This is an optimization exercise on Yosys and OpenROAD, whose aim is small area, not a production implementation. The RTL was checked by simulation tests, not by an equivalence proof against the original design. Power and IR drop assume default switching activity.

==> flow/design.v <==
package ipdc_pkg;
	localparam int CHAN_W = 8;
	localparam int PIX_W  = 3 * CHAN_W;
	localparam int ADDR_W = 6;
	typedef logic [CHAN_W-1:0] chan_t;
	typedef logic [PIX_W-1:0]  pixel_t;
	typedef logic [ADDR_W-1:0] pix_addr_t;
	typedef enum logic [2:0] {
		OP_LOAD        = 3'd0,
		OP_SHIFT_RIGHT = 3'd1,
		OP_SHIFT_DOWN  = 3'd2,
		OP_DEFAULT     = 3'd3,
		OP_ZOOM        = 3'd4,
		OP_FILTER      = 3'd5,
		OP_YCBCR       = 3'd6,
		OP_RGB         = 3'd7
	} op_mode_t;
	typedef struct packed {
		logic      valid;
		pix_addr_t addr;
		logic      ycbcr;
	} rd_req_t;
	typedef struct packed {
		logic   valid;
		pixel_t pixel;
		logic   ycbcr;
	} pix_beat_t;
	localparam pix_addr_t ZOOM_ORIGIN = 6'd18;
endpackage
module image_buffer (
	input  logic             i_clk,
	input  logic             i_rot,
	input  logic             i_ins,
	input  ipdc_pkg::pixel_t i_data,
	input  logic [4:0]       i_tap,
	output ipdc_pkg::pixel_t o_pixel
);
	ipdc_pkg::pixel_t ring [64];
	always_ff @(posedge i_clk) begin
		if (i_rot) begin
			for (int i = 0; i < 63; i++)
				ring[i] <= ring[i+1];
			ring[63] <= i_ins ? i_data : ring[0];
		end
	end
	assign o_pixel = ring[{i_tap, 1'b0}];
endmodule
module pixel_formatter (
	input  logic             i_clk,
	input  logic             i_rst_n,
	input  logic             i_valid,
	input  logic             i_loaded,
	input  logic             i_ycbcr,
	input  ipdc_pkg::pixel_t i_pixel,
	output logic             o_out_valid,
	output ipdc_pkg::pixel_t o_out_data
);
	function automatic logic [ipdc_pkg::CHAN_W-1:0] clamp8(input logic signed [11:0] v);
		if (v < 0)
			clamp8 = '0;
		else if (v > 255)
			clamp8 = 8'hff;
		else
			clamp8 = v[7:0];
	endfunction
	ipdc_pkg::pixel_t   pix;
	ipdc_pkg::chan_t    r, g, b;
	logic signed [11:0] r_s, g_s, b_s;
	logic signed [11:0] y_sum, cb_sum, cr_sum;
	logic signed [11:0] y_pre, cb_pre, cr_pre;
	ipdc_pkg::pixel_t   ycc_pix;
	ipdc_pkg::pixel_t   fmt_pix;
	assign pix = i_loaded ? i_pixel : '0;
	assign r = pix[7:0];
	assign g = pix[15:8];
	assign b = pix[23:16];
	assign r_s = $signed({4'b0, r});
	assign g_s = $signed({4'b0, g});
	assign b_s = $signed({4'b0, b});
	assign y_sum  = (r_s <<< 1) + g_s * 12'sd5 + 12'sd4;
	assign cb_sum = (b_s <<< 2) - r_s - (g_s <<< 1) + 12'sd4;
	assign cr_sum = (r_s <<< 2) - g_s * 12'sd3 - b_s + 12'sd4;
	assign y_pre  = y_sum >>> 3;
	assign cb_pre = (cb_sum >>> 3) + 12'sd128;
	assign cr_pre = (cr_sum >>> 3) + 12'sd128;
	assign ycc_pix = {clamp8(cr_pre), clamp8(cb_pre), clamp8(y_pre)};
	assign fmt_pix = i_ycbcr ? ycc_pix : pix;
	always_ff @(posedge i_clk or negedge i_rst_n) begin
		if (!i_rst_n) begin
			o_out_valid <= 1'b0;
			o_out_data  <= '0;
		end else begin
			o_out_valid <= i_valid;
			o_out_data  <= i_valid ? fmt_pix : '0;
		end
	end
endmodule
module ipdc_ctrl #(
	parameter int IMG_SIDE = 8,
	parameter int WIN_SIDE = 4
) (
	input  logic               i_clk,
	input  logic               i_rst_n,
	input  logic               i_op_valid,
	input  ipdc_pkg::op_mode_t i_op_mode,
	input  logic               i_in_valid,
	output logic               o_in_ready,
	output logic               o_rot,
	output logic               o_ins,
	output logic [4:0]         o_tap,
	output logic               o_loaded,
	output logic               o_rd_act,
	output logic               o_rd_ycc
);
	localparam int COL_W = $clog2(IMG_SIDE);
	localparam int EDGE  = IMG_SIDE - WIN_SIDE;
	typedef enum logic [1:0] {
		IDLE,
		LOAD,
		SHOW
	} state_t;
	state_t              state;
	logic [3:0]          win_cnt;
	ipdc_pkg::pix_addr_t origin;
	logic                ycbcr_mode;
	ipdc_pkg::pix_addr_t ring_pos;
	logic                rd_pre;
	logic [1:0]          rd_col;
	ipdc_pkg::pix_addr_t rd_off;
	logic                op_acc;
	logic                align;
	logic [COL_W-1:0]    org_col;
	logic [ipdc_pkg::ADDR_W-COL_W-1:0] org_row;
	assign o_in_ready = (state != SHOW);
	assign op_acc     = (state == IDLE) && i_op_valid;
	assign o_ins      = (state == LOAD) && i_in_valid;
	assign org_col = origin[COL_W-1:0];
	assign org_row = origin[ipdc_pkg::ADDR_W-1:COL_W];
	assign align = origin[0] ^ ring_pos[0];
	assign o_rot = (state == LOAD) ? o_ins : (o_rd_act | align);
	assign rd_off = origin - ring_pos;
	always_ff @(posedge i_clk or negedge i_rst_n) begin
		if (!i_rst_n) begin
			state      <= IDLE;
			win_cnt    <= '0;
			origin     <= '0;
			ycbcr_mode <= 1'b0;
			ring_pos   <= '0;
			o_loaded   <= 1'b0;
			rd_pre     <= 1'b0;
			o_rd_act   <= 1'b0;
			rd_col     <= '0;
			o_tap      <= '0;
			o_rd_ycc   <= 1'b0;
		end else begin
			if (state == LOAD)
				ring_pos <= ring_pos + ipdc_pkg::pix_addr_t'(o_ins);
			else if (op_acc && i_op_mode == ipdc_pkg::OP_LOAD)
				ring_pos <= '0;
			else
				ring_pos <= ring_pos + ipdc_pkg::pix_addr_t'(o_rot);
			rd_pre   <= (state == SHOW);
			o_rd_act <= rd_pre;
			if (rd_pre && !o_rd_act) begin
				o_tap    <= rd_off[5:1];
				o_rd_ycc <= ycbcr_mode;
			end else if (o_rd_act && &rd_col) begin
				o_tap <= o_tap + 5'd2;
			end
			rd_col <= o_rd_act ? rd_col + 2'd1 : 2'd0;
			case (state)
				IDLE: begin
					if (op_acc) begin
						win_cnt <= '0;
						case (i_op_mode)
							ipdc_pkg::OP_LOAD: state <= LOAD;
							ipdc_pkg::OP_SHIFT_RIGHT: begin
								if (int'(org_col) < EDGE)
									origin <= origin + 1'b1;
								state <= SHOW;
							end
							ipdc_pkg::OP_SHIFT_DOWN: begin
								if (int'(org_row) < EDGE)
									origin <= origin + ipdc_pkg::pix_addr_t'(IMG_SIDE);
								state <= SHOW;
							end
							ipdc_pkg::OP_DEFAULT: begin
								origin <= '0;
								state  <= SHOW;
							end
							ipdc_pkg::OP_ZOOM: begin
								origin <= ipdc_pkg::ZOOM_ORIGIN;
								state  <= SHOW;
							end
							ipdc_pkg::OP_FILTER: state <= IDLE;
							ipdc_pkg::OP_YCBCR: begin
								ycbcr_mode <= 1'b1;
								state      <= SHOW;
							end
							ipdc_pkg::OP_RGB: begin
								ycbcr_mode <= 1'b0;
								state      <= SHOW;
							end
						endcase
					end
				end
				LOAD: begin
					if (o_ins && &ring_pos) begin
						o_loaded <= 1'b1;
						state    <= IDLE;
					end
				end
				SHOW: begin
					win_cnt <= win_cnt + 1'b1;
					if (&win_cnt)
						state <= IDLE;
				end
				default: state <= IDLE;
			endcase
		end
	end
endmodule
module ipdc_top #(
	parameter int IMG_SIDE = 8,
	parameter int WIN_SIDE = 4
) (
	input  logic               i_clk,
	input  logic               i_rst_n,
	input  logic               i_op_valid,
	input  ipdc_pkg::op_mode_t i_op_mode,
	input  logic               i_in_valid,
	input  ipdc_pkg::pixel_t   i_in_data,
	output logic               o_in_ready,
	output logic               o_out_valid,
	output ipdc_pkg::pixel_t   o_out_data
);
	logic             rot;
	logic             ins;
	logic [4:0]       tap;
	logic             loaded;
	logic             rd_act;
	logic             rd_ycc;
	ipdc_pkg::pixel_t rd_pix;
	ipdc_ctrl #(
		.IMG_SIDE(IMG_SIDE),
		.WIN_SIDE(WIN_SIDE)
	) u_ctrl (
		.i_clk      (i_clk),
		.i_rst_n    (i_rst_n),
		.i_op_valid (i_op_valid),
		.i_op_mode  (i_op_mode),
		.i_in_valid (i_in_valid),
		.o_in_ready (o_in_ready),
		.o_rot      (rot),
		.o_ins      (ins),
		.o_tap      (tap),
		.o_loaded   (loaded),
		.o_rd_act   (rd_act),
		.o_rd_ycc   (rd_ycc)
	);
	image_buffer u_buf (
		.i_clk   (i_clk),
		.i_rot   (rot),
		.i_ins   (ins),
		.i_data  (i_in_data),
		.i_tap   (tap),
		.o_pixel (rd_pix)
	);
	pixel_formatter u_fmt (
		.i_clk       (i_clk),
		.i_rst_n     (i_rst_n),
		.i_valid     (rd_act),
		.i_loaded    (loaded),
		.i_ycbcr     (rd_ycc),
		.i_pixel     (rd_pix),
		.o_out_valid (o_out_valid),
		.o_out_data  (o_out_data)
	);
endmodule
==> flow/run.sh <==
#!/bin/bash
# synth_recipe.tcl (not shown) runs the flow's synth.tcl, then flattens the netlist and writes it again
# the make line also repeats each setting of config.mk as NAME=value (left out here)
make -C /OpenROAD-flow-scripts/flow DESIGN_CONFIG=/design/flow/config.mk WORK_HOME=/design/flow/orfs CLKGATE_MAP_FILE= SYNTH_SCRIPT=/design/flow/synth_recipe.tcl finish
==> flow/config.mk <==
export PLATFORM = sky130hd
export DESIGN_NAME = ipdc_top
export DESIGN_NICKNAME = ipdc_top
export VERILOG_FILES = /design/flow/design.v
export SDC_FILE = /design/flow/constraint.sdc
export NUM_CORES = 4
export LEC_CHECK = 0
export CAP_MARGIN = 20
export CORE_MARGIN = 2
export CORE_UTILIZATION = 40
export SLEW_MARGIN = 20
==> flow/constraint.sdc <==
create_clock -name core_clock -period 6.0 [get_ports {i_clk}]
set_input_delay 1.2000 -clock core_clock [delete_from_list [all_inputs] [get_ports {i_clk}]]
set_output_delay 1.2000 -clock core_clock [all_outputs]
set_load 0.01 [all_outputs]
==> results.ini, run 1 <==
[status]
status=no timing/DRC/antenna violations

[setup_path]
crit_required_ns=6.67
crit_top_cell=buf_4
crit_slowest_cell=fa_1
crit_arrival_ns=6.46
startpoint_type=register
max_stage_delay_ns=0.53
path_max_fanout=8
worstSetupPathType=reg -> reg
end_kind=register

[placement]
portBuffers=56
dp_slack_ns=-0.1966
post-dp-hpwl_um=93080
globalplace.congestion=0.8701

[clock_tree]
cts_tree=yes
clk_latency_ns=0.78
postCtsHoldBufs=0
htreeDepth=4
cts.sinks=1591
cts_root_buf=clkbuf_16
max-clock-path-buffers=3
numCtsBuffers=155
path_clk_slew_ns=0.06

[detailed_routing]
ant_nets=0
drc=0
drt_wl_total_um=146200
dr.pass1.iters=6
wl_per_cell_um=26.39
dr_total_vias=30840
drt_iter0_drc=3957
viasPerCell=5.564

[logic_synthesis]
yosysSeqAreaShare=0.8291
yosysTopAreaCell=edfxtp_1
synth_top_area_share=0.8051
synthCells=3055
synth_cell_types=88
synth.top_cells.by_area=edfxtp_1 (81%), a22oi_1 (3.8%), dfrtp_1 (2.4%)
syn_area_mm2=0.05729
synthArstFlopShare=0.03457
syn_avg_cell_area_um2=18.75
yosys-top-cells-count=edfxtp_1 (1,536), a22oi_1 (287), nand2_1 (178)
synth-edff-count=1536
yosysMostFrequentCell=edfxtp_1
synth-seq-cells=1591
synth_ff_type=edfxtp_1
ys_warn_count=4

[cells_and_area]
fin_util=0.4826
seq_area_mm2=0.04751
fillCellCount=11720
drive_gt1_frac=0.2037
multiInputGateArea_mm2=0.009599
n_antenna_cell=0
final_nets=3665
area_delta_synth_final_pct=19.56

[floorplanning]
dieArea_mm2=0.1463
die_y_um=382.5
row_count=138
coreArea_mm2=0.1419
fp.dieW_um=382.5
start_util=0.4036
ios=57

[global_routing]
grt_use_total=0.1961
grt_max_degree=140
first_global_vias=29270
grt_overflow=0
grt_antenna_before_repair=2
grt_pass1_wl_um=205900

[sta]
setup_ws_ns=0.2077
tightest_slew_ns=0.9346
drv_slew=0
skew_ns=0.02620
post-route-min-period_ns=5.792
hold_slack_ns=0.3984
slew_headroom=0.3769
clock.fmax_mhz=172.6
post-route-period-util=0.9654
finalSetupViolCount=0
finalHoldViolations=0

[pwr]
power.leakage_nw=25.31
peakVddDrop_mv=0.5106
cellPowerDensity_mw_per_mm2=571.9

[flow_run]
drv_cap=0

[hold_path]
min_path_type=reg -> reg

## area by class of cell
class,instances,area share
Sequential cell,1591,0.6936
Multi-Input combinational cell,1290,0.1401
Clock buffer,198,0.05960
Timing Repair Buffer,427,0.05849
Tap cell,1890,0.03452
Clock inverter,77,0.009846
Inverter,69,0.003781
## where the power goes
| part | internal [W] | switching [W] | leakage [nW] |
|---|---|---|---|
| Clock | 0.00514 | 0.00412 | 2.32 |
| Sequential | 0.0207 | 0.00313 | 16.7 |
| Combinational | 0.00209 | 0.00404 | 6.33 |
## cells by family (layout without fill, tap and decap cells)
logic type | count (synthesis) | count (layout) | share of synthesized area
adder cells (fa/ha/maj) | 100 | 100 | 0.02315
flip-flops | 1591 | 1591 | 0.8291
XOR/XNOR | 48 | 48 | 0.007338
AND/OR/NAND/NOR | 510 | 510 | 0.04595
AO/OA/AOI/OAI | 589 | 589 | 0.07327
buffers and inverters | 174 | 771 | 0.01295
multiplexers | 43 | 43 | 0.008212
## flip-flops by register name (all words and copies together) (netlist names), 2 cells and up
signal,flops
u_fmt.o_out_data,24
u_ctrl.o_tap,5
u_ctrl.ring_pos,6
u_buf.ring,1536
u_ctrl.origin,6
u_ctrl.state,2
u_ctrl.win_cnt,4
u_ctrl.rd_col,2
## through the flow
| step | std cells | cell area, µm² | TNS, ns | power [W] |
|---|---|---|---|---|
| 2_1_floorplan | 3055 | 57330 | - | 0.02384 |
| 3_3_place_gp | 5197 | 62700 | -0.8315 | 0.02932 |
| 3_5_place_dp | 5197 | 62700 | -1.722 | 0.02953 |
| 4_1_cts | 5479 | 67540 | 0 | 0.03895 |
| 5_1_grt | 5542 | 68500 | -0.1279 | 0.04068 |
| 6_report | 5542 | 68500 | 0 | 0.03917 |
## repair_timing
item | 4_1_cts | 5_1_grt
setup buffers | 7 | 65
pin swaps | 2 | 49
resized for setup | 4 | 97
setup endpoints to repair | 14 | 15
endpoints found under the hold margin | 0 | 0
gates cloned | 0 | 0
## critical path, delay by kind of cell, from the launching register on
kind            cells  cell delay, ns
compound gates     14            2.50
fa+ha+maj           4            1.26
buf+inv             8            0.89
flops               1            0.52
mux                 1            0.18
simple gates        2            0.33
## metal layers
metal,vias to the layer above,share of wire,GRT usage
met5,-,0,0
met4,0,0.030,0.06722
met3,245,0.10,0.04926
met1,15870,0.42,0.2872
li1,13120,-,-
met2,1597,0.44,0.2852
## cells in the final DEF (no fill, tap or decap), types with 32 or more instances in the layout
master           instances
edfxtp_1              1536
buf_4                  306
a22oi_1                284
nand2_1                176
clkbuf_16              157
a21oi_1                 84
ha_1                    79
o21ai_0                 75
inv_1                   67
nand3_1                 56
clkdlybuf4s50_1         55
dfrtp_1                 49
buf_12                  47
clkbuf_1                41
nor2_1                  38
and3_1                  34
mux2_2                  32
## path summary, 6_finish.rpt
kind	start	end	slack, ns	cells after the start
hold / removal	u_buf.ring[3][3]	u_buf.ring[2][3]	0.40	0
min in group asynchronous	i_rst_n	u_ctrl.origin[4]	0.58	2
max in group asynchronous	i_rst_n	u_ctrl.o_tap[1]	4.83	2
setup reg to reg	u_ctrl.o_tap[1]	u_fmt.o_out_data[16]	0.21	29
hold reg to reg	u_buf.ring[3][3]	u_buf.ring[2][3]	0.40	0
setup / recovery	u_ctrl.o_tap[1]	u_fmt.o_out_data[16]	0.21	29
==> run 2: changes to the inputs <==
--- a/flow/design.v
+++ b/flow/design.v
@@ -43,7 +43,14 @@
 			ring[63] <= i_ins ? i_data : ring[0];
 		end
 	end
-	assign o_pixel = ring[{i_tap, 1'b0}];
+	logic [31:0] sel;
+	always_comb begin
+		for (int j = 0; j < 32; j++)
+			sel[j] = (i_tap == 5'(j));
+		o_pixel = '0;
+		for (int j = 0; j < 32; j++)
+			o_pixel = o_pixel | (ring[2*j] & {ipdc_pkg::PIX_W{sel[j]}});
+	end
 endmodule
 module pixel_formatter (
 	input  logic             i_clk,
@@ -55,36 +62,23 @@
 	output logic             o_out_valid,
 	output ipdc_pkg::pixel_t o_out_data
 );
-	function automatic logic [ipdc_pkg::CHAN_W-1:0] clamp8(input logic signed [11:0] v);
-		if (v < 0)
-			clamp8 = '0;
-		else if (v > 255)
-			clamp8 = 8'hff;
-		else
-			clamp8 = v[7:0];
-	endfunction
-	ipdc_pkg::pixel_t   pix;
-	ipdc_pkg::chan_t    r, g, b;
-	logic signed [11:0] r_s, g_s, b_s;
-	logic signed [11:0] y_sum, cb_sum, cr_sum;
-	logic signed [11:0] y_pre, cb_pre, cr_pre;
-	ipdc_pkg::pixel_t   ycc_pix;
-	ipdc_pkg::pixel_t   fmt_pix;
+	ipdc_pkg::pixel_t pix;
+	ipdc_pkg::chan_t  r, g, b;
+	logic [10:0]      y_sum;
+	logic [11:0]      cb_sum, cr_sum;
+	ipdc_pkg::chan_t  y, cb, cr;
+	ipdc_pkg::pixel_t fmt_pix;
 	assign pix = i_loaded ? i_pixel : '0;
 	assign r = pix[7:0];
 	assign g = pix[15:8];
 	assign b = pix[23:16];
-	assign r_s = $signed({4'b0, r});
-	assign g_s = $signed({4'b0, g});
-	assign b_s = $signed({4'b0, b});
-	assign y_sum  = (r_s <<< 1) + g_s * 12'sd5 + 12'sd4;
-	assign cb_sum = (b_s <<< 2) - r_s - (g_s <<< 1) + 12'sd4;
-	assign cr_sum = (r_s <<< 2) - g_s * 12'sd3 - b_s + 12'sd4;
-	assign y_pre  = y_sum >>> 3;
-	assign cb_pre = (cb_sum >>> 3) + 12'sd128;
-	assign cr_pre = (cr_sum >>> 3) + 12'sd128;
-	assign ycc_pix = {clamp8(cr_pre), clamp8(cb_pre), clamp8(y_pre)};
-	assign fmt_pix = i_ycbcr ? ycc_pix : pix;
+	assign y_sum  = {2'b0, r, 1'b0} + {1'b0, g, 2'b0} + {3'b0, g} + 11'd4;
+	assign cb_sum = {2'b0, b, 2'b0} + {4'b0, ~r} + {3'b0, ~g, 1'b0} + 12'd263;
+	assign cr_sum = {2'b0, r, 2'b0} + {3'b0, ~g, 1'b0} + {4'b0, ~g} + {4'b0, ~b} + 12'd8;
+	assign y  = y_sum[10:3];
+	assign cb = cb_sum[11] ? 8'hff : cb_sum[10:3];
+	assign cr = cr_sum[11] ? 8'hff : cr_sum[10:3];
+	assign fmt_pix = i_ycbcr ? {cr, cb, y} : pix;
 	always_ff @(posedge i_clk or negedge i_rst_n) begin
 		if (!i_rst_n) begin
 			o_out_valid <= 1'b0;
--- a/flow/config.mk
+++ b/flow/config.mk
@@ -8,4 +8,6 @@
 export CAP_MARGIN = 20
 export CORE_MARGIN = 2
 export CORE_UTILIZATION = 40
+export CTS_CLUSTER_DIAMETER = 80
+export CTS_CLUSTER_SIZE = 25
 export SLEW_MARGIN = 20
==> run 2 against run 1 <==
  * Still clean
  * Power shrank 8.6%
  * Hold slack lost 0.010 ns
  * First-iteration DRC count grew 5.8%
  * Worst setup slack gained 0.016 ns
==> results.ini, run 2 <==
[global_routing]
grt_use_total=0.1935
grt_pass1_wl_um=197500
first_global_vias=26930
grt_overflow=0
grt_max_degree=104
grt_antenna_before_repair=4

[setup_path]
reg2reg_depth=25
path_max_fanout=27
end_kind=register
crit_required_ns=6.63
crit_top_cell=buf_4
max_stage_delay_ns=0.43
startpoint_type=register
crit_slowest_cell=fa_1
crit_arrival_ns=6.40
worstSetupPathType=reg -> reg

[logic_synthesis]
synth_top_family_by_area=compound AO/OA/AOI/OAI gates
synth_compound_area_frac=0.06906
synth.top_cells.by_area=edfxtp_1 (82%), a22oi_1 (4.4%), dfrtp_1 (2.4%)
synthCells=2907
synthArstFlopShare=0.03457
ys_warn_count=4
syn_area_mm2=0.05629
yosysMostFrequentCell=edfxtp_1
synth_top_area_share=0.8194
synth_cell_types=76
yosys-top-cells-count=edfxtp_1 (1,536), a22oi_1 (333), nand2_1 (159)
synth_xor_area_frac=0.005424
synth-seq-cells=1591
yosys.area_share.adder=0.02192
synth-edff-count=1536
syn_avg_cell_area_um2=19.36
synth_ff_type=edfxtp_1
synthSimpleGateAreaFrac=0.03634
yosysTopAreaCell=edfxtp_1
synth.area.mux_share=0.01134
yosysSeqAreaShare=0.8439

[cells_and_area]
final_nets=3277
top_regs=u_buf.ring x1536, u_fmt.o_out_data x24
final_cell_mix=edfxtp_1 (1,536), a22oi_1 (331), buf_4 (178)
largest_register_ffs=1536
top_register=u_buf.ring
n_antenna_cell=0
fin_area_mm2=0.06367
area_delta_synth_final_pct=13.11
final_common_cell=edfxtp_1
fin_util=0.4563
drive_gt1_frac=0.1371

[sta]
tightest_slew_ns=1.091
slew_headroom=0.2730
post-route-period-util=0.9628
drv_slew=0
post-route-min-period_ns=5.777
setup_ws_ns=0.2234
finalHoldViolations=0
clock.fmax_mhz=173.1
finalSetupViolCount=0
setup_tns_ns=0
skew_ns=0.04525

[detailed_routing]
ant_nets=0
dr_total_vias=28790
drc=0
drt_wl_total_um=141000
dr.pass1.iters=6
viasPerCell=5.668
wl_per_cell_um=27.76
drt_iter0_drc=4188

[placement]
dp_slack_ns=0.009331
post-dp-hpwl_um=93360
place_area_mm2=0.06107
globalplace.congestion=0.9088
portBuffers=56

[status]
status=no timing/DRC/antenna violations

[pwr]
peakVddDrop_mv=0.3565
cellPowerDensity_mw_per_mm2=562.5
total_power_w=0.03582
power.leakage_nw=22.76

[floorplanning]
coreArea_mm2=0.1395
row_count=137
dieArea_mm2=0.1437
die_y_um=379.1
fp.dieW_um=379.1
start_util=0.4034
ios=57

[flow_run]
drv_cap=0

[clock_tree]
htreeDepth=3
numCtsBuffers=79
clk_latency_ns=0.74
cts_tree=yes
cts.sinks=1591
max-clock-path-buffers=3
path_clk_slew_ns=0.10
cts_root_buf=clkbuf_16

[hold_path]
min_path_type=reg -> reg
holdPathStages=0

-- run 2: cell count changes in the layout (fill, tap and decap cells not counted), moves of 25 or more --
cell,delta
buf_4,-128
clkbuf_16,-77
a22oi_1,+47
o21ai_0,-46
a21oi_1,-27
clkinv_1,-25
-- run 2: worst paths after layout --
path / from / endpoint / slack (ns)
min in group asynchronous: i_rst_n / u_fmt.o_out_data[12] / 0.63
min reg2reg: u_buf.ring[19][17] / u_buf.ring[18][17] / 0.39
max in group asynchronous: i_rst_n / u_ctrl.o_tap[2] / 4.77
max reg2reg: u_ctrl.o_tap[3] / u_fmt.o_out_data[21] / 0.22
max: u_ctrl.o_tap[3] / u_fmt.o_out_data[21] / 0.22
min: u_buf.ring[19][17] / u_buf.ring[18][17] / 0.39
-- run 2: final cells by class --
| class | count | area [µm²] |
|---|---|---|
| clock buffers | 103 | 2088 |
| clock inverters | 24 | 327.8 |
| fillers | 11910 | 75860 |
| inverters | 66 | 247.7 |
| multi-input cells | 1144 | 8468 |
| flip-flops and latches | 1591 | 47510 |
| well taps | 1876 | 2347 |
| repair buffers | 275 | 2684 |
-- run 2: cells by family after synthesis --
kind of cell / Yosys count
AO/OA/AOI/OAI: 534
flip-flops: 1591
adder cells (fa/ha/maj): 89
XOR/XNOR: 34
buffers and inverters: 172
AND/OR/NAND/NOR: 429
multiplexers: 58
-- run 2: per-layer routing --
metal / vias to the layer above / GRT usage / part of all wire
li1: 12070 / - / -
met1: 15130 / 0.2913 / 0.44
met2: 1395 / 0.2887 / 0.45
met3: 195 / 0.03752 / 0.088
met4: 0 / 0.04934 / 0.026
met5: - / 0 / 0
-- run 2: power by group --
| group | switching, W | internal, W |
|---|---|---|
| sequential | 0.00324 | 0.0207 |
| combinational | 0.00400 | 0.00180 |
| clock | 0.00349 | 0.00264 |
-- run 2: metrics by stage --
stage / std cells / hold slack (ns)
4_1_cts: 5073 / 0.3865
3_3_place_gp: 4941 / 0.4001
3_5_place_dp: 4943 / 0.4045
5_1_grt: 5079 / 0.3916
6_report: 5079 / 0.3881
2_1_floorplan: 2907 / 0.3519
-- run 2: repair_timing --
item	CTS	global route
setup buffers	3	6
gates resized for setup	1	29
pin swaps	1	6
hold endpoints to repair	0	0
endpoints found under the setup margin	8	15
hold buffers	0	0
-- run 2: worst max-delay path: cells and delay by family (launching register included) --
kind	cells	cell delay (ns)
adder cells (fa/ha/maj)	4	1.37
AO/OA/AOI/OAI	7	1.33
buffers and inverters	7	1.31
AND/OR/NAND/NOR	6	0.96
flip-flops	1	0.41
XOR/XNOR	1	0.26
==> run 3: changes to the inputs <==
--- a/flow/design.v
+++ b/flow/design.v
@@ -64,17 +64,51 @@
 );
 	ipdc_pkg::pixel_t pix;
 	ipdc_pkg::chan_t  r, g, b;
-	logic [10:0]      y_sum;
-	logic [11:0]      cb_sum, cr_sum;
+	logic [12:0]      y_sum, cb_sum, cr_sum;
 	ipdc_pkg::chan_t  y, cb, cr;
 	ipdc_pkg::pixel_t fmt_pix;
-	assign pix = i_loaded ? i_pixel : '0;
+	logic             bt_valid;
+	ipdc_pkg::pixel_t bt_pix;
+	always_ff @(posedge i_clk or negedge i_rst_n) begin
+		if (!i_rst_n)
+			bt_valid <= 1'b0;
+		else
+			bt_valid <= i_valid;
+	end
+	always_ff @(posedge i_clk)
+		bt_pix <= i_pixel;
+	assign pix = i_loaded ? bt_pix : '0;
 	assign r = pix[7:0];
 	assign g = pix[15:8];
 	assign b = pix[23:16];
-	assign y_sum  = {2'b0, r, 1'b0} + {1'b0, g, 2'b0} + {3'b0, g} + 11'd4;
-	assign cb_sum = {2'b0, b, 2'b0} + {4'b0, ~r} + {3'b0, ~g, 1'b0} + 12'd263;
-	assign cr_sum = {2'b0, r, 2'b0} + {3'b0, ~g, 1'b0} + {4'b0, ~g} + {4'b0, ~b} + 12'd8;
+	function automatic logic [25:0] csa(input logic [12:0] a, input logic [12:0] b,
+		input logic [12:0] c);
+		logic [12:0] s, k;
+		s   = a ^ b ^ c;
+		k   = (a & b) | (a & c) | (b & c);
+		csa = {k[11:0], 1'b0, s};
+	endfunction
+	function automatic logic [12:0] rca(input logic [12:0] a, input logic [12:0] b);
+		logic        c;
+		logic [12:0] s;
+		c = 1'b0;
+		for (int i = 0; i < 13; i++) begin
+			s[i] = a[i] ^ b[i] ^ c;
+			c    = (a[i] & b[i]) | (a[i] & c) | (b[i] & c);
+		end
+		rca = s;
+	endfunction
+	logic [25:0] y_cs1, y_cs2, cb_cs1, cb_cs2, cr_cs1, cr_cs2, cr_cs3;
+	assign y_cs1  = csa({4'b0, r, 1'b0}, {3'b0, g, 2'b0}, {5'b0, g});
+	assign y_cs2  = csa(y_cs1[12:0], y_cs1[25:13], 13'd4);
+	assign y_sum  = rca(y_cs2[12:0], y_cs2[25:13]);
+	assign cb_cs1 = csa({3'b0, b, 2'b0}, {5'b0, ~r}, {4'b0, ~g, 1'b0});
+	assign cb_cs2 = csa(cb_cs1[12:0], cb_cs1[25:13], 13'd263);
+	assign cb_sum = rca(cb_cs2[12:0], cb_cs2[25:13]);
+	assign cr_cs1 = csa({3'b0, r, 2'b0}, {4'b0, ~g, 1'b0}, {5'b0, ~g});
+	assign cr_cs2 = csa(cr_cs1[12:0], cr_cs1[25:13], {5'b0, ~b});
+	assign cr_cs3 = csa(cr_cs2[12:0], cr_cs2[25:13], 13'd8);
+	assign cr_sum = rca(cr_cs3[12:0], cr_cs3[25:13]);
 	assign y  = y_sum[10:3];
 	assign cb = cb_sum[11] ? 8'hff : cb_sum[10:3];
 	assign cr = cr_sum[11] ? 8'hff : cr_sum[10:3];
@@ -84,8 +118,8 @@
 			o_out_valid <= 1'b0;
 			o_out_data  <= '0;
 		end else begin
-			o_out_valid <= i_valid;
-			o_out_data  <= i_valid ? fmt_pix : '0;
+			o_out_valid <= bt_valid;
+			o_out_data  <= bt_valid ? fmt_pix : '0;
 		end
 	end
 endmodule
@@ -118,7 +152,6 @@
 	ipdc_pkg::pix_addr_t origin;
 	logic                ycbcr_mode;
 	ipdc_pkg::pix_addr_t ring_pos;
-	logic                rd_pre;
 	logic [1:0]          rd_col;
 	ipdc_pkg::pix_addr_t rd_off;
 	logic                op_acc;
@@ -141,7 +174,6 @@
 			ycbcr_mode <= 1'b0;
 			ring_pos   <= '0;
 			o_loaded   <= 1'b0;
-			rd_pre     <= 1'b0;
 			o_rd_act   <= 1'b0;
 			rd_col     <= '0;
 			o_tap      <= '0;
@@ -153,9 +185,8 @@
 				ring_pos <= '0;
 			else
 				ring_pos <= ring_pos + ipdc_pkg::pix_addr_t'(o_rot);
-			rd_pre   <= (state == SHOW);
-			o_rd_act <= rd_pre;
-			if (rd_pre && !o_rd_act) begin
+			o_rd_act <= (state == SHOW);
+			if (state == SHOW && !o_rd_act) begin
 				o_tap    <= rd_off[5:1];
 				o_rd_ycc <= ycbcr_mode;
 			end else if (o_rd_act && &rd_col) begin
==> run 3 against run 2 <==
  * Area after synthesis up 0.53%
  * Clock-buffer cell count is 4 lower
  * Global-route usage fell by 0.76 points
  * Non-clock buffer count decreased by 113
  * Final cell count shrank 3.4%
  * Synthesized cell count fell by 2.0%
  * Wire length down 2.1%
  * Flip-flop and latch count grew 24
  * Sequential power about the same
  * Critical path depth shrank 7
  * Die area increased by 0.53%
  * Largest cell class unchanged
  * Highest routed layer is now met5
==> results.ini, run 3 <==
[status]
status=no timing/DRC/antenna violations

[logic_synthesis]
synth-seq-cells=1615
synthCells=2849
synth_ff_type=edfxtp_1
synth_top_area_share=0.8151
synth.top_cells.by_area=edfxtp_1 (82%), a22oi_1 (3.6%), dfrtp_1 (2.4%)
syn_avg_cell_area_um2=19.86
yosysMostFrequentCell=edfxtp_1
yosysTopAreaCell=edfxtp_1
yosysSeqAreaShare=0.8479
ys_warn_count=4
yosys-top-cells-count=edfxtp_1 (1,536), a22oi_1 (268), and3_1 (136)
synthArstFlopShare=0.03406
synth-edff-count=1536
synth_cell_types=66
syn_area_mm2=0.05659

[sta]
setup_ws_ns=0.2428
slew_headroom=0.2490
post-route-period-util=0.9595
drv_slew=0
finalSetupViolCount=0
finalHoldViolations=0
tightest_slew_ns=1.127
skew_ns=0.03216
post-route-min-period_ns=5.757
rsz0062_at_grt=false
clock.fmax_mhz=173.7

[setup_path]
startpoint_type=register
path_cells=nand2_1, inv_1, ha_1, xnor2_2, fa_1, ha_1, nand4b_1, fa_2, fa_1, fa_2, fa_2, fa_2, fa_1, fa_1, inv_1, fa_1, nor2_1, a211oi_1
crit_arrival_ns=6.30
path_max_fanout=6
crit_slowest_cell=fa_1
max_stage_delay_ns=0.46
end_kind=register
worstSetupPathType=reg -> reg
crit_required_ns=6.54
r2r_slack_ns=0.24
crit_top_cell=fa_1

[pwr]
peakVddDrop_mv=0.3839
cellPowerDensity_mw_per_mm2=573.7
power.leakage_nw=22.55

[cells_and_area]
drive_gt1_frac=0.09794
largest_register_ffs=1536
top_register=u_buf.ring
top_regs=u_buf.ring x1536, u_fmt.bt_pix x24, u_fmt.o_out_data x24
final_nets=3100
fin_cells=4908
final_common_cell=edfxtp_1
area_delta_synth_final_pct=10.57
fin_util=0.4435
fillCellCount=11950
final_cell_mix=edfxtp_1 (1,536), a22oi_1 (268), and3_1 (136)

[placement]
place_inst=4785
portBuffers=56
globalplace.congestion=0.8135
post-dp-hpwl_um=83260
dp_slack_ns=-0.02288

[detailed_routing]
dr.pass1.iters=6
viasPerCell=5.749
drc=0
dr_total_vias=28220
drt_wl_total_um=138100
ant_nets=0
wl_per_cell_um=28.13
drt_iter0_drc=4068

[clock_tree]
max-clock-path-buffers=3
postCtsHoldBufs=0
cts_root_buf=clkbuf_16
path_clk_slew_ns=0.10
cts_tree=yes
numCtsBuffers=77
cts.sinks=1615
clk_latency_ns=0.68
htreeDepth=3

[hold_path]
min_path_type=reg -> reg

[global_routing]
grt_antenna_before_repair=15
first_global_vias=26220
grt_use_total=0.1860
grt_overflow=0
grt_max_degree=133
grt_pass1_wl_um=193700

[floorplanning]
fp.dieW_um=380.1
dieArea_mm2=0.1445
start_util=0.4011
die_y_um=380.1
coreArea_mm2=0.1411
ios=57
row_count=138

[flow_run]
drv_cap=0

-- run 3: cell types whose count changed in the layout (fill, tap and decap cells not counted), moves of 23 or more --
cell,delta
nand3_1,+25
nor3_1,-24
inv_1,+28
nand2_1,-101
fa_1,+26
ha_1,-26
and3_1,+125
a2111oi_0,+43
a21oi_1,-33
a22oi_1,-63
or4_1,+23
dfxtp_1,+24
buf_4,-93
-- run 3: stage by stage --
step           total power (W)  hold slack [ns]  instance area [µm²]   TNS (ns)
2_1_floorplan          0.02378           0.3519                56610          -
3_3_place_gp           0.02971           0.4002                60230  -0.007349
3_5_place_dp           0.02992           0.4045                60230   -0.02288
4_1_cts                0.03593           0.4054                62520          0
5_1_grt                0.03722           0.3990                62560          0
6_report               0.03590           0.4001                62570          0
-- run 3: cell families (layout without fill, tap and decap cells) --
family                   count (synthesis)  after routing  synth area share
AO/OA/AOI/OAI                          422            422           0.05539
XOR/XNOR                                 9              9          0.001393
adder cells (fa/ha/maj)                 94             94           0.02689
buffers and inverters                  210            373           0.01499
flip-flops                            1615           1615            0.8479
multiplexers                            40             40          0.007805
other                                    0              6                 0
AND/OR/NAND/NOR                        459            459           0.04566
-- run 3: worst paths after layout --
kind,startpoint,end,cells past startpoint
worst min register to register,u_buf.ring[23][12],u_buf.ring[22][12],0
max in group asynchronous,i_rst_n,u_fmt.o_out_data[5],2
worst max register to register,u_ctrl.o_loaded,u_fmt.o_out_data[23],18
worst max-delay path,u_ctrl.o_loaded,u_fmt.o_out_data[23],18
worst min-delay path,u_buf.ring[23][12],u_buf.ring[22][12],0
min in group asynchronous,i_rst_n,u_ctrl.origin[4],2
-- run 3: layer usage --
metal	vias up	track usage	routed length (µm)
li1	11580	-	-
met1	14950	0.2830	59420
met2	1511	0.2829	62330
met3	175	0.02887	13390
met4	4	0.04196	2899
met5	-	0	27
-- run 3: area by class of cell --
type	instances	area [µm²]	area share
clock inverter	17	181.4	0.002900
tap	1890	2365	0.03779
sequential	1615	47980	0.7668
inverter	95	356.6	0.005699
timing repair buffer	162	1622	0.02592
multi-input combinational	1024	7955	0.1271
clock buffer	99	2095	0.03347
antenna	6	15.01	0.0002400
-- run 3: worst max-delay path, delay by kind of cell (launching register included) --
kind / cells / cell delay [ns]
fa+ha+maj: 11 / 4.41
flops: 1 / 0.44
xor+xnor: 1 / 0.19
buf+inv: 2 / 0.13
compound gates: 1 / 0.08
simple gates: 3 / 0.35
-- run 3: where the power goes --
part	total [W]	switching (W)	internal (W)
logic	0.00602	0.00458	0.00144
registers	0.0239	0.00292	0.0210
clock network	0.00598	0.00342	0.00256
-- run 3: repair_timing --
action / CTS / global route
pin swaps: 0 / 0
resized for setup: 2 / 3
hold endpoints to repair: 0 / 0
setup buffers: 0 / 0
endpoints found under the setup margin: 1 / 8
==> run 4: changes to the inputs <==
--- a/flow/design.v
+++ b/flow/design.v
@@ -32,6 +32,7 @@
 	input  logic             i_rot,
 	input  logic             i_ins,
 	input  ipdc_pkg::pixel_t i_data,
+	input  logic             i_rd_en,
 	input  logic [4:0]       i_tap,
 	output ipdc_pkg::pixel_t o_pixel
 );
@@ -43,41 +44,52 @@
 			ring[63] <= i_ins ? i_data : ring[0];
 		end
 	end
-	logic [31:0] sel;
+	localparam int NGRP = 11;
+	logic [3*NGRP-1:0] sel;
 	always_comb begin
-		for (int j = 0; j < 32; j++)
-			sel[j] = (i_tap == 5'(j));
-		o_pixel = '0;
-		for (int j = 0; j < 32; j++)
-			o_pixel = o_pixel | (ring[2*j] & {ipdc_pkg::PIX_W{sel[j]}});
+		for (int j = 0; j < 3 * NGRP; j++)
+			sel[j] = i_rd_en && (j < 32) && (i_tap == 5'(j));
 	end
+	genvar bi, gi;
+	generate
+		for (bi = 0; bi < ipdc_pkg::PIX_W; bi++) begin : g_bit
+			logic [3*NGRP-1:0] col;
+			logic [NGRP-1:0]   part;
+			for (gi = 0; gi < 3 * NGRP; gi++) begin : g_col
+				if (gi < 32) begin : g_tap
+					assign col[gi] = ring[2*gi][bi];
+				end else begin : g_pad
+					assign col[gi] = 1'b0;
+				end
+			end
+			for (gi = 0; gi < NGRP; gi++) begin : g_grp
+				sel_aoi3 u_aoi (
+					.i_a (col[3*gi +: 3]),
+					.i_s (sel[3*gi +: 3]),
+					.o_y (part[gi])
+				);
+			end
+			assign o_pixel[bi] = ~&part;
+		end
+	endgenerate
+endmodule
+module sel_aoi3 (
+	input  logic [2:0] i_a,
+	input  logic [2:0] i_s,
+	output logic       o_y
+);
+	assign o_y = ~|(i_a & i_s);
 endmodule
 module pixel_formatter (
-	input  logic             i_clk,
-	input  logic             i_rst_n,
-	input  logic             i_valid,
-	input  logic             i_loaded,
 	input  logic             i_ycbcr,
 	input  ipdc_pkg::pixel_t i_pixel,
-	output logic             o_out_valid,
-	output ipdc_pkg::pixel_t o_out_data
+	output ipdc_pkg::pixel_t o_pixel
 );
 	ipdc_pkg::pixel_t pix;
 	ipdc_pkg::chan_t  r, g, b;
 	logic [12:0]      y_sum, cb_sum, cr_sum;
 	ipdc_pkg::chan_t  y, cb, cr;
-	ipdc_pkg::pixel_t fmt_pix;
-	logic             bt_valid;
-	ipdc_pkg::pixel_t bt_pix;
-	always_ff @(posedge i_clk or negedge i_rst_n) begin
-		if (!i_rst_n)
-			bt_valid <= 1'b0;
-		else
-			bt_valid <= i_valid;
-	end
-	always_ff @(posedge i_clk)
-		bt_pix <= i_pixel;
-	assign pix = i_loaded ? bt_pix : '0;
+	assign pix = i_pixel;
 	assign r = pix[7:0];
 	assign g = pix[15:8];
 	assign b = pix[23:16];
@@ -112,16 +124,7 @@
 	assign y  = y_sum[10:3];
 	assign cb = cb_sum[11] ? 8'hff : cb_sum[10:3];
 	assign cr = cr_sum[11] ? 8'hff : cr_sum[10:3];
-	assign fmt_pix = i_ycbcr ? {cr, cb, y} : pix;
-	always_ff @(posedge i_clk or negedge i_rst_n) begin
-		if (!i_rst_n) begin
-			o_out_valid <= 1'b0;
-			o_out_data  <= '0;
-		end else begin
-			o_out_valid <= bt_valid;
-			o_out_data  <= bt_valid ? fmt_pix : '0;
-		end
-	end
+	assign o_pixel = i_ycbcr ? {cr, cb, y} : pix;
 endmodule
 module ipdc_ctrl #(
 	parameter int IMG_SIDE = 8,
@@ -288,17 +291,33 @@
 		.i_rot   (rot),
 		.i_ins   (ins),
 		.i_data  (i_in_data),
+		.i_rd_en (loaded),
 		.i_tap   (tap),
 		.o_pixel (rd_pix)
 	);
+	logic             bt_valid;
+	ipdc_pkg::pixel_t bt_pix;
+	ipdc_pkg::pixel_t fmt_pix;
+	always_ff @(posedge i_clk or negedge i_rst_n) begin
+		if (!i_rst_n)
+			bt_valid <= 1'b0;
+		else
+			bt_valid <= rd_act;
+	end
+	always_ff @(posedge i_clk)
+		bt_pix <= rd_pix;
 	pixel_formatter u_fmt (
-		.i_clk       (i_clk),
-		.i_rst_n     (i_rst_n),
-		.i_valid     (rd_act),
-		.i_loaded    (loaded),
-		.i_ycbcr     (rd_ycc),
-		.i_pixel     (rd_pix),
-		.o_out_valid (o_out_valid),
-		.o_out_data  (o_out_data)
+		.i_ycbcr (rd_ycc),
+		.i_pixel (bt_pix),
+		.o_pixel (fmt_pix)
 	);
+	always_ff @(posedge i_clk or negedge i_rst_n) begin
+		if (!i_rst_n) begin
+			o_out_valid <= 1'b0;
+			o_out_data  <= '0;
+		end else begin
+			o_out_valid <= bt_valid;
+			o_out_data  <= bt_valid ? fmt_pix : '0;
+		end
+	end
 endmodule
--- a/flow/config.mk
+++ b/flow/config.mk
@@ -11,3 +11,5 @@
 export CTS_CLUSTER_DIAMETER = 80
 export CTS_CLUSTER_SIZE = 25
 export SLEW_MARGIN = 20
+export SYNTH_HIERARCHICAL = 1
+export SYNTH_MINIMUM_KEEP_SIZE = 0
==> run 4 against run 3 <==
  * Final cell count decreased by 7.8%
  * Maximum frequency increased by 1.1%
  * Synthesized cell count decreased by 13%
  * Flip-flop and latch count unchanged
  * Non-clock buffer count down 43
  * Critical path depth up 1
  * Register-to-register slack gained 0.06 ns
  * Still clean
==> results.ini, run 4 <==
[cells_and_area]
top_register=u_buf.ring
fin_cells=4527
final_common_cell=edfxtp_1
drive_gt1_frac=0.08269
n_antenna_cell=0
area_delta_synth_final_pct=11.05
largest_register_ffs=1536
top_regs=u_buf.ring x1536, bt_pix x24, o_out_data x24
final_nets=2820
final_cell_mix=edfxtp_1 (1,536), a222oi_1 (264), inv_1 (101)

[clock_tree]
post_cts_buffers=0
cts_resized=0
clk_latency_ns=0.67
postCtsHoldBufs=0
cts_tree=yes
cts.sinks=1615
max-clock-path-buffers=3
numCtsBuffers=78
cts_root_buf=clkbuf_16
path_clk_slew_ns=0.10
htreeDepth=3

[setup_path]
reg2reg_from=bt_pix[9]
crit_path_end=o_out_data[23]
path_max_fanout=2
crit_required_ns=6.57
crit_arrival_ns=6.26
path_cells=inv_1, fa_1, inv_1, fa_1, inv_1, ha_1, nand4b_1, fa_1, inv_1, fa_1, inv_1, fa_1, fa_2, fa_2, fa_2, fa_2, fa_2, a31oi_1, and2_2
r2r_slack_ns=0.31
max_stage_delay_ns=0.57
reg2reg_depth=19
crit_slowest_cell=fa_2
worstSetupPathType=reg -> reg
cp.depth=19
path_buf_inv=5
worstSetupStartpoint=bt_pix[9]
critPathTopFamily=adder cells
r2r_end=o_out_data[23]
startpoint_type=register
end_kind=register

[pwr]
pwr-share-comb=0.100
internal_power_w=0.02443
cellPowerDensity_mw_per_mm2=544.6
p_sw_w=0.008813
clkPwrFrac=0.181
power.sequential.fraction=0.719
p_sw_frac=0.2651
power.leakage_nw=21.38
peakVddDrop_mv=0.4643

[sta]
skew_ns=0.03778
finalSetupViolCount=0
post-route-min-period_ns=5.692
tightest_slew_ns=1.040
finalHoldViolations=0
post-route-period-util=0.9487
clock.fmax_mhz=175.7
setup_tns_ns=0
rsz0062_at_grt=false
slew_headroom=0.3064
drv_slew=0

[logic_synthesis]
syn_avg_cell_area_um2=22.28
synth_top_family_by_area=compound AO/OA/AOI/OAI gates
synth_compound_area_frac=0.05759
synth_ff_type=edfxtp_1
synth-seq-cells=1615
synth_top_area_share=0.8391
yosysSeqAreaShare=0.8729
synthArstFlopShare=0.03406
synth_cell_types=57
yosys.area_share.adder=0.02804
yosysTopAreaCell=edfxtp_1
synth.area.mux_share=0.005303
synthSimpleGateAreaFrac=0.02549
yosys-top-cells-count=edfxtp_1 (1,536), a222oi_1 (264), inv_1 (101)
synth_xor_area_frac=0.001593
synth-edff-count=1536
yosysMostFrequentCell=edfxtp_1
syn_area_mm2=0.05497
ys_warn_count=11
synthCells=2467
synth.top_cells.by_area=edfxtp_1 (84%), a222oi_1 (4.8%), dfrtp_1 (2.5%)

[floorplanning]
start_util=0.4013
die_y_um=374.7
row_count=136
dieArea_mm2=0.1404
coreArea_mm2=0.1370
ios=57
fp.dieW_um=374.7

[global_routing]
grt_antenna_before_repair=8
grt_overflow=0
first_global_vias=24970
grt_pass1_wl_um=173600
grt_use_total=0.1676
grt_max_degree=183

[detailed_routing]
drc=0
ant_nets=0
drt_iter0_drc=4697
dr.pass1.iters=7
dr_total_vias=25820
drt_wl_total_um=120200
wl_per_cell_um=26.56
viasPerCell=5.704

[hold_path]
min_path_type=reg -> reg
holdPathStages=0

[flow_run]
drv_cap=0

[placement]
post-dp-hpwl_um=67150
globalplace.congestion=0.8495
portBuffers=56
place_inst=4408

[status]
status=no timing/DRC/antenna violations

## run 4: changes by cell type after synthesis, moves of 23 or more
cell / before / now
or3_1: 1 / 24
clkbuf_1: 83 / 5
a2111oi_0: 44 / 0
or4_1: 25 / 0
nand2_1: 56 / 17
nand3_1: 58 / 32
mux2_2: 33 / 1
mux2_1: 0 / 24
a22oi_1: 268 / 0
and3_1: 136 / 1
a222oi_1: 5 / 264
## run 4: power by group through the flow
stage,clock (W),sequential (W),combinational (W)
2_1_floorplan,0,0.0217,0.00124
3_3_place_gp,0,0.0237,0.00318
3_5_place_dp,0,0.0239,0.00338
4_1_cts,0.00620,0.0239,0.00335
5_1_grt,0.00655,0.0245,0.00371
6_report,0.00602,0.0239,0.00331
## run 4: cells by family after synthesis
| group | after synthesis |
|---|---|
| AND/OR/NAND/NOR | 252 |
| buffers and inverters | 120 |
| multiplexers | 26 |
| flip-flops | 1615 |
| adder cells (fa/ha/maj) | 95 |
| AO/OA/AOI/OAI | 348 |
| XOR/XNOR | 10 |
| other | 1 |
## run 4: how the worst min path moves through the flow
stage | start | endpoint | slack [ns]
2_1_floorplan | u_buf.ring[1][0] | u_buf.ring[0][0] | 0.40
3_3_place_gp | u_buf.ring[37][21] | u_buf.ring[36][21] | 0.40
3_5_place_dp | u_buf.ring[11][5] | u_buf.ring[10][5] | 0.40
4_1_cts | u_buf.ring[9][10] | u_buf.ring[8][10] | 0.41
5_1_grt | u_buf.ring[23][10] | u_buf.ring[22][10] | 0.42
6_report | u_buf.ring[17][2] | u_buf.ring[16][2] | 0.41
## run 4: metrics by stage
step                      setup WS, ns  cell area, µm²  hold slack, ns  utilization  power (W)
after floorplan                 -23.88           55170          0.4003            -    0.02294
after global placement          0.1121           58690          0.4006       0.4285    0.02689
after CTS                      0.02731           61030          0.4108       0.4455    0.03345
final                           0.3077           61040          0.4139       0.4456    0.03325
after global routing           0.06134           61040          0.4218       0.4456    0.03477
after detailed placement       0.06243           58690          0.4045       0.4285    0.02726
## run 4: per-layer routing
layer  share of wire  global-route usage  vias up
met5               0                   0        -
met4           0.018             0.03431        0
met3            0.11             0.03485      136
met2            0.44              0.2469     1330
met1            0.44              0.2581    13600
li1                -                   -    10750
## run 4: final cells by class
class	instances	area, µm²
clock inverters	17	234.0
well taps	1794	2245
clock buffers	102	2106
fillers	11290	75940
flip-flops and latches	1615	47980
multi-input cells	779	6944
inverters	101	379.1
repair buffers	119	1154
## run 4: modules after synthesis (local to each module, per instance), a selection
| module | flip-flops and latches | copies in the design |
|---|---|---|
| sel_aoi3 | 0 | 264 |
| image_buffer | 1536 | 1 |
| pixel_formatter | 0 | 1 |
| ipdc_top | 50 | 1 |
==> run 5: changes to the inputs <==
--- a/flow/design.v
+++ b/flow/design.v
@@ -44,31 +44,31 @@
 			ring[63] <= i_ins ? i_data : ring[0];
 		end
 	end
-	localparam int NGRP = 11;
-	logic [3*NGRP-1:0] sel;
+	logic [31:0] sel;
 	always_comb begin
-		for (int j = 0; j < 3 * NGRP; j++)
-			sel[j] = i_rd_en && (j < 32) && (i_tap == 5'(j));
+		for (int j = 0; j < 32; j++)
+			sel[j] = i_rd_en && (i_tap == 5'(j));
 	end
 	genvar bi, gi;
 	generate
 		for (bi = 0; bi < ipdc_pkg::PIX_W; bi++) begin : g_bit
-			logic [3*NGRP-1:0] col;
-			logic [NGRP-1:0]   part;
-			for (gi = 0; gi < 3 * NGRP; gi++) begin : g_col
-				if (gi < 32) begin : g_tap
-					assign col[gi] = ring[2*gi][bi];
-				end else begin : g_pad
-					assign col[gi] = 1'b0;
-				end
+			logic [31:0] col;
+			logic [10:0] part;
+			for (gi = 0; gi < 32; gi++) begin : g_col
+				assign col[gi] = ring[2*gi][bi];
 			end
-			for (gi = 0; gi < NGRP; gi++) begin : g_grp
+			for (gi = 0; gi < 10; gi++) begin : g_grp
 				sel_aoi3 u_aoi (
 					.i_a (col[3*gi +: 3]),
 					.i_s (sel[3*gi +: 3]),
 					.o_y (part[gi])
 				);
 			end
+			sel_aoi2 u_aoi_last (
+				.i_a (col[31:30]),
+				.i_s (sel[31:30]),
+				.o_y (part[10])
+			);
 			assign o_pixel[bi] = ~&part;
 		end
 	endgenerate
@@ -80,6 +80,13 @@
 );
 	assign o_y = ~|(i_a & i_s);
 endmodule
+module sel_aoi2 (
+	input  logic [1:0] i_a,
+	input  logic [1:0] i_s,
+	output logic       o_y
+);
+	assign o_y = ~|(i_a & i_s);
+endmodule
 module pixel_formatter (
 	input  logic             i_ycbcr,
 	input  ipdc_pkg::pixel_t i_pixel,
@@ -120,7 +127,7 @@
 	assign cr_cs1 = csa({3'b0, r, 2'b0}, {4'b0, ~g, 1'b0}, {5'b0, ~g});
 	assign cr_cs2 = csa(cr_cs1[12:0], cr_cs1[25:13], {5'b0, ~b});
 	assign cr_cs3 = csa(cr_cs2[12:0], cr_cs2[25:13], 13'd8);
-	assign cr_sum = rca(cr_cs3[12:0], cr_cs3[25:13]);
+	assign cr_sum = cr_cs3[12:0] + cr_cs3[25:13];
 	assign y  = y_sum[10:3];
 	assign cb = cb_sum[11] ? 8'hff : cb_sum[10:3];
 	assign cr = cr_sum[11] ? 8'hff : cr_sum[10:3];
@@ -155,7 +162,6 @@
 	ipdc_pkg::pix_addr_t origin;
 	logic                ycbcr_mode;
 	ipdc_pkg::pix_addr_t ring_pos;
-	logic [1:0]          rd_col;
 	ipdc_pkg::pix_addr_t rd_off;
 	logic                op_acc;
 	logic                align;
@@ -169,6 +175,14 @@
 	assign align = origin[0] ^ ring_pos[0];
 	assign o_rot = (state == LOAD) ? o_ins : (o_rd_act | align);
 	assign rd_off = origin - ring_pos;
+	always_ff @(posedge i_clk) begin
+		if (state == SHOW && !o_rd_act) begin
+			o_tap    <= rd_off[5:1];
+			o_rd_ycc <= ycbcr_mode;
+		end else if (o_rd_act && win_cnt[1:0] == 2'd0) begin
+			o_tap <= o_tap + 5'd2;
+		end
+	end
 	always_ff @(posedge i_clk or negedge i_rst_n) begin
 		if (!i_rst_n) begin
 			state      <= IDLE;
@@ -178,28 +192,15 @@
 			ring_pos   <= '0;
 			o_loaded   <= 1'b0;
 			o_rd_act   <= 1'b0;
-			rd_col     <= '0;
-			o_tap      <= '0;
-			o_rd_ycc   <= 1'b0;
 		end else begin
-			if (state == LOAD)
-				ring_pos <= ring_pos + ipdc_pkg::pix_addr_t'(o_ins);
-			else if (op_acc && i_op_mode == ipdc_pkg::OP_LOAD)
+			if (op_acc && i_op_mode == ipdc_pkg::OP_LOAD)
 				ring_pos <= '0;
 			else
 				ring_pos <= ring_pos + ipdc_pkg::pix_addr_t'(o_rot);
 			o_rd_act <= (state == SHOW);
-			if (state == SHOW && !o_rd_act) begin
-				o_tap    <= rd_off[5:1];
-				o_rd_ycc <= ycbcr_mode;
-			end else if (o_rd_act && &rd_col) begin
-				o_tap <= o_tap + 5'd2;
-			end
-			rd_col <= o_rd_act ? rd_col + 2'd1 : 2'd0;
 			case (state)
 				IDLE: begin
 					if (op_acc) begin
-						win_cnt <= '0;
 						case (i_op_mode)
 							ipdc_pkg::OP_LOAD: state <= LOAD;
 							ipdc_pkg::OP_SHIFT_RIGHT: begin
==> run 5 against run 4 <==
  * Still clean
  * Flip-flop and latch count down 2
  * Sequential power about the same
  * Final cell count down 1.2%
  * Non-clock buffer count up 4
  * Clock skew down 0.0098 ns
  * Worst setup slack better by 0.48 ns
  * Utilization down 0.15 points
  * Largest cell class unchanged
  * Largest power group unchanged
==> results.ini, run 5 <==
[setup_path]
worstSetupPathType=reg -> reg
crit_required_ns=6.60
path_max_fanout=7
end_kind=register
crit_arrival_ns=5.82
startpoint_type=register

[sta]
rsz0062_at_grt=false
hold_slack_ns=0.4060
skew_ns=0.02797
finalSetupViolCount=0
post-route-min-period_ns=5.217
clock.fmax_mhz=191.7
setup_ws_ns=0.7831
setup_tns_ns=0
tightest_slew_ns=1.042
drv_slew=0
post-route-period-util=0.8695
finalHoldViolations=0
slew_headroom=0.3055

[logic_synthesis]
yosysTopAreaCell=edfxtp_1
synth.top_cells.by_area=edfxtp_1 (84%), a222oi_1 (4.4%), dfrtp_1 (2.1%)
syn_avg_cell_area_um2=22.40
ys_warn_count=11
yosys-top-cells-count=edfxtp_1 (1,542), a222oi_1 (240), inv_1 (93)
synthArstFlopShare=0.02914
synth-seq-cells=1613
synth-edff-count=1542
synth_ff_type=edfxtp_1
synthCells=2456
yosysMostFrequentCell=edfxtp_1
synth_top_area_share=0.8415
syn_area_mm2=0.05502
yosysSeqAreaShare=0.8717
synth_cell_types=60

[clock_tree]
cts_resized=0
htreeDepth=3
cts.sinks=1613
clk_latency_ns=0.67
numCtsBuffers=77
path_clk_slew_ns=0.10
max-clock-path-buffers=3
cts_root_buf=clkbuf_16
cts_tree=yes
postCtsHoldBufs=0
post_cts_buffers=0

[pwr]
power.leakage_nw=21.12
total_power_w=0.03323
cellPowerDensity_mw_per_mm2=546.2
peakVddDrop_mv=0.4706

[detailed_routing]
viasPerCell=5.753
drc=0
wl_per_cell_um=27.83
drt_wl_total_um=124400
ant_nets=0
dr_total_vias=25730
drt_iter0_drc=4135
dr.pass1.iters=6

[cells_and_area]
final_common_cell=edfxtp_1
largest_register_ffs=1536
fillCellCount=11320
area_delta_synth_final_pct=10.57
fin_util=0.4441
final_nets=2766
top_register=u_buf.ring
drive_gt1_frac=0.09006
top_regs=u_buf.ring x1536, bt_pix x24, o_out_data x24
final_cell_mix=edfxtp_1 (1,542), a222oi_1 (240), inv_1 (93)

[floorplanning]
coreArea_mm2=0.1370
start_util=0.4017
row_count=136
ios=57
die_y_um=374.9
dieArea_mm2=0.1405
fp.dieW_um=374.9

[global_routing]
grt_max_degree=139
grt_pass1_wl_um=177200
grt_antenna_before_repair=2
grt_use_total=0.1731
first_global_vias=24950
grt_overflow=0

[status]
status=no timing/DRC/antenna violations

[placement]
dp_slack_ns=0.8207
globalplace.congestion=0.8087
post-dp-hpwl_um=68840
portBuffers=56

[hold_path]
min_path_type=reg -> reg

[flow_run]
drv_cap=0

-- run 5: cell count changes after synthesis, sizes merged, moves of 10 or more --
| cell | delta |
|---|---|
| a31oi | -10 |
| nor2 | -12 |
| a22oi | +24 |
| a222oi | -24 |
-- run 5: final cells by class --
cell class	instances	area, µm²	share of cell area
well taps	1794	2245	0.03690
clock buffers	105	2074	0.03410
repair buffers	123	1221	0.02007
clock inverters	9	111.4	0.001830
multi-input cells	733	6872	0.1129
inverters	93	349.1	0.005738
diodes	2	5.005	0.00008226
flip-flops and latches	1613	47960	0.7883
-- run 5: final timing paths --
check / start / endpoint / slack [ns] / cells after the start
max in group asynchronous: i_rst_n / o_out_data[13] / 4.93 / 2
setup / recovery: bt_pix[2] / o_out_data[8] / 0.78 / 18
min in group asynchronous: i_rst_n / o_out_data[1] / 0.64 / 2
setup reg to reg: bt_pix[2] / o_out_data[8] / 0.78 / 18
hold reg to reg: u_buf.ring[43][17] / u_buf.ring[42][17] / 0.41 / 0
hold / removal: u_buf.ring[43][17] / u_buf.ring[42][17] / 0.41 / 0
-- run 5: per-layer routing --
metal / global-route usage / up-vias / routed length (µm)
met5: 0 / - / 0
met4: 0.04222 / 0 / 2346
met3: 0.04347 / 140 / 13620
met2: 0.2483 / 1339 / 53390
met1: 0.2646 / 13580 / 55090
li1: - / 10670 / -
-- run 5: critical path: stages (launching register included) --
cell and delay [ns]:
dfxtp_1 0.46, inv_1 0.10, fa_1 0.54, inv_1 0.05
ha_1 0.28, a21oi_1 0.20, fa_1 0.21, inv_1 0.06
fa_1 0.45, fa_1 0.46, fa_1 0.46, fa_1 0.43
inv_1 0.10, fa_1 0.20, inv_1 0.06, fa_1 0.44
nand2b_1 0.28, a31oi_1 0.22, and2_2 0.15
-- run 5: through the flow --
stage	cells	instance area, µm²
2_1_floorplan	2456	55050
3_3_place_gp	4356	58650
3_5_place_dp	4356	58650
4_1_cts	4470	60830
5_1_grt	4470	60830
6_report	4472	60840
-- run 5: power breakdown --
part           total (W)  switching, W  internal, W
clock            0.00583       0.00335      0.00247
combinational    0.00340       0.00263     0.000770
sequential        0.0240       0.00285       0.0211
total             0.0332       0.00884       0.0244
-- run 5: logic make-up (layout without fill, tap and decap cells) --
logic type               after synthesis  count (layout)  share of synthesized area
XOR/XNOR                              19              19                   0.003024
adder cells (fa/ha/maj)               94              94                    0.02683
multiplexers                          31              31                   0.006231
flip-flops                          1613            1613                     0.8717
AND/OR/NAND/NOR                      251             251                    0.02572
other                                  0               2                          0
buffers and inverters                110             330                   0.007845
AO/OA/AOI/OAI                        338             338                    0.05869
-- run 5: Yosys stat by module (local to each module, per instance), excerpt --
module | flip-flops and latches | cell area [µm²]
sel_aoi3 | 0 | 10.01
sel_aoi2 | 0 | 12.51
image_buffer | 1536 | 47210
pixel_formatter | 0 | 2156
ipdc_top | 50 | 1326
==> run 6: changes to the inputs <==
==> flow/flow/run.sh (new file) <==
#!/bin/bash
# Own layout flow: the standard flow (standard.sh, unchanged synthesis and
# steps) with two settings passed to ORFS through the environment:
#  - port buffers are the smallest buffer, sky130_fd_sc_hd__buf_1, instead of
#    the default cell (every input and output port still gets its buffer);
#  - clock tree synthesis clusters sinks by at most 25 within 80 um and adds
#    no dummy loads (the clock tree is still built from the port by CTS).
# Each tool's full output stays in the ORFS logs under orfs/logs; this
# script's own output goes to standard.log.
set -euo pipefail
export BUFFER_PORTS_ARGS="-buffer_cell sky130_fd_sc_hd__buf_1"
export CTS_ARGS="-sink_clustering_enable -repair_clock_nets -sink_clustering_size 25 -sink_clustering_max_diameter 80 -dont_use_dummy_load"
bash standard.sh > standard.log 2>&1
==> flow/standard.sh (new file) <==
#!/bin/bash
# synth_recipe.tcl (not shown) runs the flow's synth.tcl, then flattens the netlist and writes it again
# the make line also repeats each setting of config.mk as NAME=value (left out here)
make -C /OpenROAD-flow-scripts/flow DESIGN_CONFIG=/design/flow/config.mk WORK_HOME=/design/flow/orfs CLKGATE_MAP_FILE= SYNTH_SCRIPT=/design/flow/synth_recipe.tcl "${@:-finish}"
removed: flow/run.sh
==> run 6 against run 5 <==
  * Still clean
  * First-iteration DRC count is 1.6% higher
  * Maximum frequency up 0.46%
  * Flip-flop and latch count unchanged
  * Global-route usage decreased by 0.47 points
  * Clock skew up 0.030 ns
  * Combinational power shrank 6%
  * Cell area shrank 1.1%
  * Power is 1.5% lower
  * Critical path depth did not move
  * Die area unchanged
  * Clock-buffer cell count fell by 27
  * Largest cell class unchanged
  * Highest routed layer is now met5
==> results.ini, run 6 <==
[floorplanning]
die_y_um=374.9
coreArea_mm2=0.1370
dieArea_mm2=0.1405
ios=57
start_util=0.4017

[detailed_routing]
drt_iter0_drc=4200
wl_per_cell_um=27.41
dr.pass1.iters=9
drt_wl_total_um=121300
dr_total_vias=25420
ant_nets=0
viasPerCell=5.744

[logic_synthesis]
synth_xor_area_frac=0.003024
synthSimpleGateAreaFrac=0.02572
synth_top_family_by_area=compound AO/OA/AOI/OAI gates
syn_area_mm2=0.05502
synth_ff_type=edfxtp_1
yosysSeqAreaShare=0.8717
yosys.area_share.adder=0.02683
synth-seq-cells=1613
ys_warn_count=11
synth.area.mux_share=0.006231
synth.top_cells.by_area=edfxtp_1 (84%), a222oi_1 (4.4%), dfrtp_1 (2.1%)
synth-edff-count=1542
synth_top_area_share=0.8415
synth_cell_types=60
yosysTopAreaCell=edfxtp_1
yosysMostFrequentCell=edfxtp_1

[setup_path]
r2r_end=o_out_data[13]
reg2reg_from=bt_pix[2]
end_kind=register
reg2reg_depth=18
crit_required_ns=6.58
crit_arrival_ns=5.77
path_max_fanout=7

[sta]
clock.fmax_mhz=192.6
drv_slew=0
finalSetupViolCount=0
slew_headroom=0.2219
rsz0062_at_grt=false
finalHoldViolations=0
tightest_slew_ns=1.167
setup_tns_ns=0
post-route-period-util=0.8655
skew_ns=0.05847

[hold_path]
holdPathStages=0
min_path_type=reg -> reg
min_to=u_buf.ring[11][23]

[flow_run]
drv_cap=0

[cells_and_area]
largest_register_ffs=1536
drive_gt1_frac=0.08406
top_register=u_buf.ring
fin_util=0.4391
final_nets=2756
area_delta_synth_final_pct=9.323
final_cell_mix=edfxtp_1 (1,542), a222oi_1 (240), inv_1 (93)
top_regs=u_buf.ring x1536, bt_pix x24, o_out_data x24
fin_area_mm2=0.06015

[clock_tree]
path_clk_slew_ns=0.10
cts_resized=0
cts_root_buf=clkbuf_16
numCtsBuffers=78
cts.sinks=1613
postCtsHoldBufs=0

[global_routing]
grt_overflow=0
grt_use_total=0.1684
grt_antenna_before_repair=12

[placement]
post-dp-hpwl_um=66800

[pwr]
power.leakage_nw=20.83
cellPowerDensity_mw_per_mm2=544.1

[status]
status=no timing/DRC/antenna violations

## run 6: cell types whose count changed in the layout (fill, tap and decap cells not counted), moves of 2 or more
| cell | delta |
|---|---|
| buf_1 | +55 |
| buf_12 | -2 |
| buf_4 | -9 |
| clkbuf_1 | -26 |
| clkdlybuf4s50_1 | -55 |
| clkinv_8 | -2 |
| inv_8 | -2 |
## run 6: routing by layer
| metal | GRT usage | vias to the layer above | wire length [µm] |
|---|---|---|---|
| met5 | 0 | - | 42 |
| met2 | 0.2388 | 1245 | 52260 |
| li1 | - | 10590 | - |
| met1 | 0.2612 | 13450 | 53010 |
| met4 | 0.03979 | 6 | 2262 |
| met3 | 0.04127 | 128 | 13720 |
## run 6: critical path, cell delays in order (launching register included)
cell and delay, ns:
dfxtp_1 0.47, inv_1 0.10, fa_1 0.54, inv_1 0.04, ha_1 0.28, a21oi_1 0.19
fa_1 0.21, inv_1 0.06, fa_1 0.45, fa_1 0.46, fa_1 0.46, fa_1 0.43
inv_1 0.09, fa_1 0.17, inv_1 0.06, fa_1 0.43, nand2b_1 0.28, a31oi_1 0.22
and2_2 0.16
## run 6: power breakdown
group	total (W)	switching [W]	internal (W)	leakage [nW]
Combinational	0.00321	0.00260	0.000606	3.13
Sequential	0.0240	0.00280	0.0212	16.7
Clock	0.00552	0.00319	0.00233	0.961
## run 6: per-module statistics from Yosys (local to each module, per instance), a selection
module	flip-flops and latches	times used	cell area (µm²)
image_buffer	1536	1	47210
sel_aoi3	0	240	10.01
ipdc_top	50	1	1326
sel_aoi2	0	24	12.51
pixel_formatter	0	1	2156
## run 6: stage by stage
step           setup slack (ns)  power (W)  instances  hold WS, ns
2_1_floorplan            -23.74    0.02290       2456       0.3890
3_3_place_gp             0.8897    0.02687       4345       0.4018
3_5_place_dp             0.8406    0.02728       4345       0.4045
4_1_cts                  0.7740    0.03297       4423       0.3999
5_1_grt                  0.4578    0.03421       4423       0.4033
6_report                 0.8070    0.03273       4425       0.4067
## run 6: layout make-up
| type | count | area [µm²] | area share |
|---|---|---|---|
| multi-input combinational | 733 | 6872 | 0.1142 |
| sequential | 1613 | 47960 | 0.7973 |
| antenna | 2 | 5.005 | 0.00008320 |
| timing repair buffer | 112 | 769.5 | 0.01279 |
| clock buffer | 78 | 1952 | 0.03245 |
| tap | 1794 | 2245 | 0.03732 |
| inverter | 93 | 349.1 | 0.005803 |
## run 6: worst max-delay path by stage
stage	to	start	slack (ns)	depth (start not counted)
final	o_out_data[13]	bt_pix[2]	0.81	18
after global routing	o_out_data[10]	bt_pix[2]	0.46	18
after CTS	o_out_data[13]	bt_pix[2]	0.77	18
after detailed placement	o_out_data[13]	bt_pix[2]	0.84	18
after global placement	o_out_data[12]	bt_pix[2]	0.89	18
after floorplan	u_ctrl.ring_pos[4]	i_in_valid	-23.74	7
## run 6: kinds of logic after synthesis
group                    Yosys count
flip-flops                      1613
AO/OA/AOI/OAI                    338
AND/OR/NAND/NOR                  251
buffers and inverters            110
adder cells (fa/ha/maj)           94
multiplexers                      31
XOR/XNOR                          19

Re-timed with assumed drivers on the ports (clkbuf_16 on the clock, buf_2 on other inputs), run 6 has 0.807 ns of setup slack against 0.807 ns with ideal ports, and 0.807 ns once port delays also move by the mid clock arrival of 0.732 ns.
